Background: an optimization exercise with open tools, aiming at small area, a short achievable clock period and few clock cycles per item. Do not read the settings as production practice.
The RTL was checked by simulation tests, not by an equivalence proof against the original design.
Power figures rest on the tool's default switching activity, not on a simulated workload.

== run A ==
Design systolic_top, start of the top module:
module systolic_top (
	input wire logic clk,
	input wire logic rst,
	input wire logic [23:0] horz_data,
	input wire logic [2:0] horz_we,
	output logic [2:0] horz_wrdy,
	input wire logic [47:0] obli_data,
	input wire logic [5:0] obli_we,
	output logic [5:0] obli_wrdy,
	output logic [7:0] dout,
	output logic dout_en
);
clock: 5.0 ns
lec_check: 0
cap_margin: 20
core_margin: 2
core_utilization: 40
setup_slack_margin: 2.7
slew_margin: 20
standard.sh (not shown) runs the stock make flow with config.mk's settings and CLKGATE_MAP_FILE= SYNTH_SCRIPT=/design/flow/synth_recipe.tcl, a recipe that flattens the netlist after the stock synthesis.
==> flow/flow/run.sh <==
#!/bin/bash
# Standard layout (the standard.sh: standard synthesis through finish),
# with two changes to how the layout is made:
# - ports get a small plain buffer (buf_1) rather than the delay buffer that
#   buffer_ports picks by default; every input and output port is still
#   buffered, and the resizer may still upsize these buffers;
# - clock tree synthesis clusters up to 30 registers per leaf buffer and
#   inserts no dummy loads.
set -euo pipefail
export BUFFER_PORTS_ARGS="-buffer_cell sky130_fd_sc_hd__buf_1"
export CTS_ARGS="-sink_clustering_enable -repair_clock_nets -dont_use_dummy_load -sink_clustering_size 30 -sink_clustering_max_diameter 80"
bash standard.sh finish > standard_sh.log 2>&1
Testbench counts of run A, summed over its fixed seeds: cycles 3,925, sets 960.
diff inputs: run A => run B
Settings: a change of SETUP_SLACK_MARGIN from 2.7 to 2.8.
### Flow results
Run B -> run A: count of maximum capacitance violations delta 0, exact match. Across both runs, worst hold slack was higher for run B than for run A. Delta (run B minus run A): routing usage on met2 increased 0.29 points; met3 wire length increased about 8%; via count increased 28. Lower routed wire length was reported by run A, not run B. Compared with run A, weighted congestion reported at the end of routability-driven placement in run B increased by a few percent. Going from run A to run B, worst setup slack grows by 0.064 ns. Run B | stages: all done | timing, DRC, antenna: all pass. Looking at the reports, run A completed the entire flow and the layout it produced met the timing, DRC and antenna checks.
For run C, these inputs were changed with respect to run B:
==> flow/flow/run.sh <==
#!/bin/bash
# Standard layout (the standard.sh: standard synthesis through finish),
# with one change: ports get a small plain buffer (buf_1/buf_2) rather than
# the delay buffer buffer_ports picks by default. Every input and output port
# is still buffered, and the resizer may still upsize these buffers.
set -euo pipefail
export BUFFER_PORTS_ARGS="-buffer_cell sky130_fd_sc_hd__buf_1"
bash standard.sh finish > standard_sh.log 2>&1
## What came out
Run C against run B: power shows an increase of 11%, total area of multi-input combinational cells was more or less identical, post-cts repair resize count rose by 1, worst setup slack saw an increase.
Input-level comparison between run D and run C:
Settings: changing CAP_MARGIN from 20 to 5; changing SLEW_MARGIN from 20 to 5.
==> flow/flow/run.sh <==
#!/bin/bash
# Standard layout (the standard.sh: standard synthesis through finish),
# with two changes to how the layout is made:
# - ports get a small plain buffer (buf_1) rather than the delay buffer that
#   buffer_ports picks by default; every input and output port is still
#   buffered, and the resizer may still upsize these buffers;
# - clock tree synthesis clusters up to 30 registers per leaf buffer and
#   inserts no dummy loads.
set -euo pipefail
export BUFFER_PORTS_ARGS="-buffer_cell sky130_fd_sc_hd__buf_1"
export CTS_ARGS="-sink_clustering_enable -repair_clock_nets -dont_use_dummy_load -sink_clustering_size 30 -sink_clustering_max_diameter 80"
bash standard.sh finish > standard_sh.log 2>&1
--- outcome ---
- Between run D and run C, the difference in power in sequential cells is negligible.
- Run D ends up with a period utilization that is 0.25 points higher than in run C.
- Run C -> run D: count of inverters other than clock inverters in the layout delta 0, exact match
- Run D packs its core looser than run C.
- Summary of run D over run C: summed area of non-filler cells in the final layout lost 400 um^2; total of clock buffers placed in the layout went down 17; switching share of total power now larger; clock share of power saw a decrease.
- Run D: fraction of area in registers 1.9 points above run C

---

systolic_top, a different RTL version from the one above (not shown whole).
For scale: roughly 710 cells after synthesis, ~0.0090 mm^2 of cells after synthesis.
clock: 5.0 ns
lec_check: 0
cap_margin: 20
core_margin: 2
core_utilization: 40
cts_buf_list: sky130_fd_sc_hd__clkbuf_8
cts_cluster_diameter: 50
cts_cluster_size: 20
setup_slack_margin: 2.6
slew_margin: 20
==> flow/flow/run.sh <==
#!/bin/bash
# Standard layout (the standard.sh: standard synthesis through finish),
# with one change: ports get a small plain buffer (buf_1/buf_2) rather than
# the delay buffer buffer_ports picks by default. Every input and output port
# is still buffered, and the resizer may still upsize these buffers.
set -euo pipefail
export BUFFER_PORTS_ARGS="-buffer_cell sky130_fd_sc_hd__buf_1"
bash standard.sh finish > standard_sh.log 2>&1
The starting point completed with no timing, DRC or antenna violations.
Testbench counts at the start, summed over its fixed seeds: cycles 3,917, sets 960.
==> next run, changes <==
- CTS_CLUSTER_DIAMETER: 50 -> 100
- CTS_CLUSTER_SIZE: 20 -> 30
The changed run went through all stages and came out clean.
Hold slack does not change.
Sequential power stays flat.
Core utilization does not change.
Cell count does not change.

separate check: timing with driven ports:
In the flow no input, the clock included, has a driving cell. The finished layouts below were timed again as built, in two steps. Step 1 sets driving cells, clkbuf_16 on the clock port and buf_2 on the other inputs (assumed; they add their load-dependent delay and slew). Step 2, shift: input delay + t, output delay - t, t = (earliest + latest rising clock arrival at the registers) / 2. This alone moves slack from input paths to output paths. Three values: no drivers, after step 1, after step 2; two values: the first two.
run | shift t [ns] | setup slack, ns | worst hold slack (ns) | worst data-port slew with drivers (ns)
run A | 0.507 | 2.775 / 2.775 / 2.662 | 0.312 / 0.312 / 0.312 | 0.04
run B | 0.500 | 2.839 / 2.832 / 2.620 | 0.340 / 0.340 / 0.340 | 0.07
run C | 0.556 | 2.852 / 2.825 / 2.566 | 0.330 / 0.330 / 0.330 | 0.06
run D | 0.500 | 2.839 / 2.832 / 2.620 | 0.340 / 0.340 / 0.340 | 0.07
the first run of note 2 | 0.506 | 2.630 / 2.630 / 2.630 | 0.417 / 0.417 / 0.417 | 0.06
the second run of note 2 | 0.506 | 2.630 / 2.630 / 2.630 | 0.417 / 0.417 / 0.417 | 0.06
After both steps every run listed still meets setup and hold. The setup slack of run C, which loses most, moves by -0.027 ns with the drivers and by -0.286 ns with both steps.
